This design comes from an exercise in tuning for small area and few clock cycles on the open sky130 flow, not from production work. In this exercise RTL edits were held to simulation tests only and were not proved equivalent to the original. No activity file was given, so power comes from the tool's default toggle rates.

$ cat config.mk
export PLATFORM = sky130hd
export DESIGN_NAME = weight_update_engine
export DESIGN_NICKNAME = weight_update_engine
export VERILOG_FILES = /design/flow/design.v
export SDC_FILE = /design/flow/constraint.sdc
export NUM_CORES = 4
export LEC_CHECK = 0
export CAP_MARGIN = 20
export CORE_MARGIN = 2
export CORE_UTILIZATION = 40
export SLEW_MARGIN = 20
$ cat run.sh
#!/bin/bash
# synth_recipe.tcl (not shown) runs the flow's synth.tcl, then flattens the netlist and writes it again
# the make line also repeats each setting of config.mk as NAME=value (left out here)
make -C /OpenROAD-flow-scripts/flow DESIGN_CONFIG=/design/flow/config.mk WORK_HOME=/design/flow/orfs CLKGATE_MAP_FILE= SYNTH_SCRIPT=/design/flow/synth_recipe.tcl finish
$ cat constraint.sdc
create_clock -name core_clock -period 8.5 [get_ports {i_clk}]
set_input_delay 1.7000 -clock core_clock [delete_from_list [all_inputs] [get_ports {i_clk}]]
set_output_delay 1.7000 -clock core_clock [all_outputs]
set_load 0.01 [all_outputs]
$ cat design.v
module weight_update_engine #(
  parameter int unsigned DATA_W = 16,
  parameter int unsigned FRAC_W = 8,
  parameter int unsigned LANES  = 4,
  parameter int unsigned DEPTH  = 64
) (
  input  logic                    i_clk,
  input  logic                    i_rst,
  input  logic                    i_start,
  input  logic                    i_mode,
  input  logic [DATA_W-1:0]       i_lr,
  input  logic                    i_in_valid,
  output logic                    o_in_ready,
  input  logic [LANES*DATA_W-1:0] i_w_old,
  input  logic [LANES*DATA_W-1:0] i_delta,
  output logic                    o_out_valid,
  input  logic                    i_out_ready,
  output logic [LANES*DATA_W-1:0] o_w_new,
  output logic                    o_busy,
  output logic                    o_done
);
  localparam int unsigned BEATS  = DEPTH / LANES;
  localparam int unsigned CNT_W  = $clog2(BEATS + 1);
  localparam int unsigned PROD_W = 2 * DATA_W;
  localparam logic [CNT_W-1:0] ALL_BEATS = CNT_W'(BEATS);
  localparam logic [CNT_W-1:0] LAST_BEAT = CNT_W'(BEATS - 1);
  localparam logic [0:0] S_IDLE = 1'b0;
  localparam logic [0:0] S_RUN  = 1'b1;
  localparam logic signed [PROD_W-1:0] STEP_MAX = {{(PROD_W - DATA_W){1'b0}}, {DATA_W{1'b1}}};
  localparam logic signed [PROD_W-1:0] STEP_MIN = {{(PROD_W - DATA_W){1'b1}}, {DATA_W{1'b0}}};
  localparam logic signed [DATA_W+1:0] RES_MAX = {3'b000, {(DATA_W - 1){1'b1}}};
  localparam logic signed [DATA_W+1:0] RES_MIN = {3'b111, {(DATA_W - 1){1'b0}}};
  function automatic logic [DATA_W-1:0] sat_data(input logic signed [DATA_W+1:0] v);
    logic [DATA_W+1:0] clamped;
    if (v > RES_MAX) begin
      clamped = RES_MAX;
    end else if (v < RES_MIN) begin
      clamped = RES_MIN;
    end else begin
      clamped = v;
    end
    sat_data = clamped[DATA_W-1:0];
  endfunction
  logic [0:0]        r_state;
  logic [0:0]        w_state_d;
  logic              r_mode;
  logic [DATA_W-1:0] r_lr;
  logic [CNT_W-1:0]  r_in_cnt;
  logic [CNT_W-1:0]  r_out_cnt;
  logic                     r_s1_valid;
  logic [DATA_W-1:0]        r_s1_w  [LANES];
  logic signed [PROD_W-1:0] r_s1_op [LANES];
  logic                     r_s2_valid;
  logic [LANES*DATA_W-1:0]  r_w_new;
  logic                     w_stall;
  logic                     w_in_fire;
  logic                     w_out_fire;
  logic                     w_last;
  logic                     w_start;
  logic signed [PROD_W-1:0] w_lr_ext;
  logic signed [PROD_W-1:0] w_d_ext   [LANES];
  logic signed [PROD_W-1:0] w_s1_op_d [LANES];
  logic signed [PROD_W-1:0] w_shift   [LANES];
  logic signed [DATA_W:0]   w_step    [LANES];
  logic signed [DATA_W:0]   w_sum     [LANES];
  logic signed [DATA_W+1:0] w_pre     [LANES];
  logic [LANES*DATA_W-1:0]  w_w_new_d;
  assign w_stall    = r_s2_valid && !i_out_ready;
  assign o_in_ready = (r_state == S_RUN) && (r_in_cnt < ALL_BEATS) && !w_stall;
  assign w_in_fire  = i_in_valid && o_in_ready;
  assign w_out_fire = r_s2_valid && i_out_ready;
  assign w_last     = w_out_fire && (r_state == S_RUN) && (r_out_cnt == LAST_BEAT);
  assign w_start    = (r_state == S_IDLE) && i_start;
  assign o_out_valid = r_s2_valid;
  assign o_w_new     = r_w_new;
  assign o_busy      = (r_state == S_RUN);
  assign o_done      = w_last;
  always_comb begin
    w_state_d = r_state;
    unique case (r_state)
      S_IDLE:  if (i_start) w_state_d = S_RUN;
      S_RUN:   if (w_last) w_state_d = S_IDLE;
      default: w_state_d = S_IDLE;
    endcase
  end
  always_comb begin
    w_lr_ext = $signed({{DATA_W{r_lr[DATA_W-1]}}, r_lr});
    for (int i = 0; i < LANES; i++) begin
      w_d_ext[i] = $signed({{DATA_W{i_delta[i*DATA_W+DATA_W-1]}}, i_delta[i*DATA_W +: DATA_W]});
      if (r_mode) begin
        w_s1_op_d[i] = w_lr_ext * w_d_ext[i];
      end else begin
        w_s1_op_d[i] = w_d_ext[i];
      end
    end
  end
  always_comb begin
    w_w_new_d = '0;
    for (int i = 0; i < LANES; i++) begin
      w_shift[i] = r_s1_op[i] >>> FRAC_W;
      if (w_shift[i] > STEP_MAX) begin
        w_step[i] = STEP_MAX[DATA_W:0];
      end else if (w_shift[i] < STEP_MIN) begin
        w_step[i] = STEP_MIN[DATA_W:0];
      end else begin
        w_step[i] = w_shift[i][DATA_W:0];
      end
      w_sum[i] = {r_s1_w[i][DATA_W-1], r_s1_w[i]}
               + {r_s1_op[i][DATA_W-1], r_s1_op[i][DATA_W-1:0]};
      if (r_mode) begin
        w_pre[i] = {{2{r_s1_w[i][DATA_W-1]}}, r_s1_w[i]} - {w_step[i][DATA_W], w_step[i]};
      end else begin
        w_pre[i] = {w_sum[i][DATA_W], w_sum[i]};
      end
      w_w_new_d[i*DATA_W +: DATA_W] = sat_data(w_pre[i]);
    end
  end
  always_ff @(posedge i_clk) begin
    if (i_rst) begin
      r_state    <= S_IDLE;
      r_mode     <= 1'b0;
      r_lr       <= '0;
      r_in_cnt   <= '0;
      r_out_cnt  <= '0;
      r_s1_valid <= 1'b0;
      r_s2_valid <= 1'b0;
      r_w_new    <= '0;
      for (int i = 0; i < LANES; i++) begin
        r_s1_w[i]  <= '0;
        r_s1_op[i] <= '0;
      end
    end else begin
      r_state <= w_state_d;
      if (w_start) begin
        r_mode    <= i_mode;
        r_lr      <= i_lr;
        r_in_cnt  <= '0;
        r_out_cnt <= '0;
      end else begin
        if (w_in_fire) r_in_cnt <= r_in_cnt + CNT_W'(1);
        if (w_out_fire) r_out_cnt <= r_out_cnt + CNT_W'(1);
      end
      if (!w_stall) begin
        r_s1_valid <= w_in_fire;
        if (w_in_fire) begin
          for (int i = 0; i < LANES; i++) begin
            r_s1_w[i]  <= i_w_old[i*DATA_W +: DATA_W];
            r_s1_op[i] <= w_s1_op_d[i];
          end
        end
        r_s2_valid <= r_s1_valid;
        if (r_s1_valid) r_w_new <= w_w_new_d;
      end
    end
  end
endmodule
==> summary.txt <==
Setup path
  – Worst path bufs/invs: 7
  – R2R Path Start: r_lr[5]
  – Critical path arrival: 8310 ps
  – Slowest stage cell, crit path: clkdlybuf4s50_1
  – CP dominant cell by count: fa_1
  – Reg2reg setup slack: 1310 ps
  – Largest delay contributor family on the critical path: adder cells
  – Critical Path Fanout Max: 12
  – Setup crit start: i_delta[6]
  – Critical path capture point type: flip-flop
  – Crit start category: input pin
  – Data required time of the worst path: 8930 ps
  – CP endpoint: r_s1_op[0][23]
  – Crit Path Class: in -> reg
  – Worst path depth: 24
  – Capturing point of the worst reg2reg path: r_s1_op[0][23]
  – Worst reg2reg path depth: 23
  – Slowest stage delay, CP: 670 ps
  – Crit-path cells: clkdlybuf4s50_1 > buf_4 > and2_1 > fa_1 > inv_1 > fa_1 > fa_1 > fa_1 > inv_1 > fa_1 > inv_1 > fa_1 > inv_1 > ha_1 > a21o_1 > a21oi_1 > o31ai_1 > a21oi_1 > o21a_1 > o21bai_1 > xor2_1 > a211oi_1 > buf_4 > nor3_1

Placed design
  – Port Buffers: 217
  – DP Worst Slack: 51.7 ps
  – Hpwl dp: 130 mm
  – Gpl congestion: 0.908

Power and ir drop
  – Worst VDD drop: 0.000211 V
  – Pwr Density: 196 nW/um^2
  – Sw Ratio: 0.482
  – Gate power share: 0.723
  – Cell-internal power: 6460 uW
  – Lkg Pwr: 0.0309 uW
  – Power Total: 12500 uW
  – Sequential Power Share: 0.123
  – Sw power: 6020 uW
  – Clock power share: 0.154

GRT
  – Global-route wire length before repair: 261 mm
  – Largest net degree at the start of global routing: 128
  – GRT Util Overall: 0.224
  – Initial antenna violation count: 13
  – Vias in the first global route: 47100
  – Congestion Overflow GR: 0

Die
  – Effective utilization at floorplan: 0.404
  – Die ar.: 146000 um^2
  – Chip height: 382 um
  – Core ar.: 142000 um^2
  – IO Count: 218
  – Die Wd: 382 um
  – FP Rows: 138

Synthesis
  – Yosys cell types: 96
  – Ys Warns: 9
  – Yosys top cell by area: fa_1
  – Main combinational cell family by area after synthesis: adder cells
  – Syn_nets: 8319
  – Top cell type's share of synthesized area: 0.369
  – Top FF cell, synth: dfxtp_1
  – Ys async rst share: 0
  – XOR/XNOR Fraction of Synth Area: 0.0344
  – Cells after Synth: 6650
  – Post-synthesis compound-gate area fraction: 0.126
  – Post-synth EDFFs: 0
  – Simple-gate share of the synthesized area: 0.160
  – Sequential area share after synthesis: 0.100
  – Synth area leaders: fa_1, ha_1, dfxtp_1
  – Post-Synthesis Cell Area: 57200 um^2
  – Post-synthesis mux area share: 0.00918
  – Synthesized flop and latch total: 286
  – Post-synthesis adder-cell area fraction: 0.470
  – Syn Area/Cell: 8.61 um^2

STA
  – Crit path time final: 7880 ps
  – Worst slew pin tran: 1080 ps
  – Tcrit/Tclk final: 0.927
  – Final worst slack: 621 ps
  – Hold Vio Cnt, Final: 0
  – Max_slew headroom: 0.282
  – Slew Viols, Final: 0
  – Setup violators final: 0
  – Final clock skew: 46.9 ps
  – Fin Setup TNS: 0 ps
  – Fmax: 127 MHz
  – RSZ-0062 raised after global routing: false

Clock network
  – CTS root buf: clkbuf_16
  – CTS resizes: 0
  – CTS Buf Count: 39
  – CTS clk-pin slew, worst paths: 60 ps
  – Clock sink count: 286
  – Worst-Skew Late Latency: 610 ps
  – Post-CTS setup buffer count: 0
  – Bufs on Longest Clock Path: 3
  – CTS tree: done
  – Cts hold-fix bufs: 0
  – H-tree depth: 2

Drt
  – Vias post-DR: 45500
  – Via-per-instance ratio: 5.23
  – Routed length per instance: 18.5 um
  – DRT iter0 DRCs: 2816
  – DRT Wirelength: 161 mm
  – Post-route ant nets: 0
  – First-pass DRT Iterations: 6
  – # DRC: 0

Final layout
  – # nets final: 8443
  – Most frequent cells in the layout: inv_1, fa_1, nand2_1, and2_1, ha_1
  – P&R area growth vs syn: 11.2%
  – Share of layout cells above drive strength 1: 0.0533
  – Reg area: 5750 um^2
  – Fill count: 13800
  – Multi-input logic area: 45800 um^2
  – Commonest non-fill, non-tap cell in the layout: inv_1

Job
  – Max-cap check violation count: 0

Status
  – Status: no timing/DRC/antenna violations

Hold path
  – Worst Hold Class: reg -> reg
metal layers:
metal | up-vias | GRT usage | wire length, um
met1 | 22900 | 0.319 | 73800
met3 | 214 | 0.0365 | 10700
li1 | 21200 | - | -
met5 | - | 0 | 108
met2 | 1248 | 0.352 | 71800
met4 | 18 | 0.0602 | 4630
sequential cells by signal, indices dropped and copies added, names as in the netlist:
register,cells
r_state,1
r_s1_w,64
r_s2_valid,1
r_s1_op,128
r_lr,16
r_in_cnt,5
r_mode,1
r_w_new,64
r_s1_valid,1
r_out_cnt,5
final cells by class:
cell class	instances	area share
tap	1890	0.0371
sequential	286	0.0903
antenna	7	0.000275
timing repair buffer	410	0.0591
clock buffer	50	0.0171
inverter	1187	0.0700
clock inverter	22	0.00588
multi-input combinational	4850	0.720
worst register-to-register path, stage by stage (launching register included):
cell and delay (ps):
dfxtp_2 820, buf_4 560, and2_1 220, fa_1 400, inv_1 80, fa_1 430
fa_1 420, fa_1 490, inv_1 60, fa_1 530, inv_1 50, fa_1 470
inv_1 40, ha_1 340, a21o_1 180, a21oi_1 130, o31ai_1 90, a21oi_1 390
o21a_1 330, o21bai_1 110, xor2_1 150, a211oi_1 480, buf_4 210, nor3_1 40
cell usage after synthesis (6+ instances only):
cell / number
a21oi_2: 9
nor2_1: 304
a21o_1: 85
mux2i_1: 48
a21oi_1: 357
a221o_1: 6
nand4_1: 17
clkbuf_1: 303
o21a_1: 46
o21ai_0: 279
a211oi_1: 97
or3_1: 18
o21ai_1: 11
buf_1: 15
nor4_1: 8
and2_1: 505
xnor2_1: 155
o2111ai_1: 6
nand2_1: 815
o21ai_2: 9
a211o_1: 9
o211a_1: 6
dfxtp_1: 286
inv_1: 1186
o21bai_1: 22
o31ai_1: 10
a221oi_2: 6
fa_1: 1056
xor2_1: 70
o211ai_1: 40
ha_1: 463
o22ai_1: 10
and3_1: 20
nor2b_1: 28
o311ai_0: 7
nand2b_1: 61
a31oi_1: 29
or2_2: 7
nor3_1: 64
nand3_1: 49
how the worst min path moves through the flow:
stage	startpoint	end	slack, ps	cells past startpoint
6_report	r_s1_op[2][0]	r_s1_op[2][0]	460	2
5_1_grt	r_w_new[47]	r_w_new[47]	480	2
4_1_cts	r_s1_op[0][5]	r_s1_op[0][5]	460	2
3_5_place_dp	r_s1_op[0][5]	r_s1_op[0][5]	450	2
3_3_place_gp	r_s1_op[1][5]	r_s1_op[1][5]	450	2
2_1_floorplan	r_s1_op[0][0]	r_s1_op[0][0]	440	2
logic make-up after synthesis:
logic type                 after synthesis
buffers and inverters                 1514
adders and majority gates             1519
xor gates and xnor gates               225
DFF                                    286
AOI/OAI and AO/OA                     1131
and+or+nand+nor                       1923
muxes                                   52
stage by stage:
| stage | utilization | std cells | hold WS [ps] | area (um^2) |
|---|---|---|---|---|
| 2_1_floorplan | - | 6650 | 436 | 57200 |
| 3_3_place_gp | 0.439 | 8622 | 446 | 62200 |
| 3_5_place_dp | 0.439 | 8622 | 452 | 62200 |
| 4_1_cts | 0.449 | 8694 | 459 | 63600 |
| 5_1_grt | 0.449 | 8697 | 476 | 63600 |
| 6_report | 0.449 | 8702 | 460 | 63700 |
power groups by stage:
stage	sequential [uW]	combinational [uW]	clock (uW)
3_3_place_gp	1560	8790	0
2_1_floorplan	1490	6630	0
3_5_place_dp	1560	8910	0
5_1_grt	1540	10200	2010
4_1_cts	1530	8990	1970
6_report	1540	9020	1920
Testbench counts, summed over its fixed seeds: cycles 6,080.

## re-timing with driven ports
Ports are ideal in the flow. The routed layout listed here was re-timed in OpenROAD. Step 1 (the two cells are an assumption about what drives the block):
set clk [get_ports {i_clk}]
set_driving_cell -lib_cell sky130_fd_sc_hd__clkbuf_16 $clk
set_driving_cell -lib_cell sky130_fd_sc_hd__buf_2 [delete_from_list [all_inputs] $clk]
Step 2 times the ports against the registers' clock, not the clock port: input delays grow and output delays shrink by t, the midpoint of the rising clock arrivals with the driver on. Three values: no drivers, after step 1, after step 2; two values: the first two.
t (ns): 0.664
setup slack, ns: 0.621 / 0.583 / -0.082
worst setup path at the end: input to register
worst register clock-pin slew, ns: 0.07 / 0.07
cell pins on the clock port's net: 1
With both steps, setup timing fails in this run, where it was met with ideal ports. The setup slack of this run moves by -0.038 ns with the drivers and by -0.703 ns with both steps.
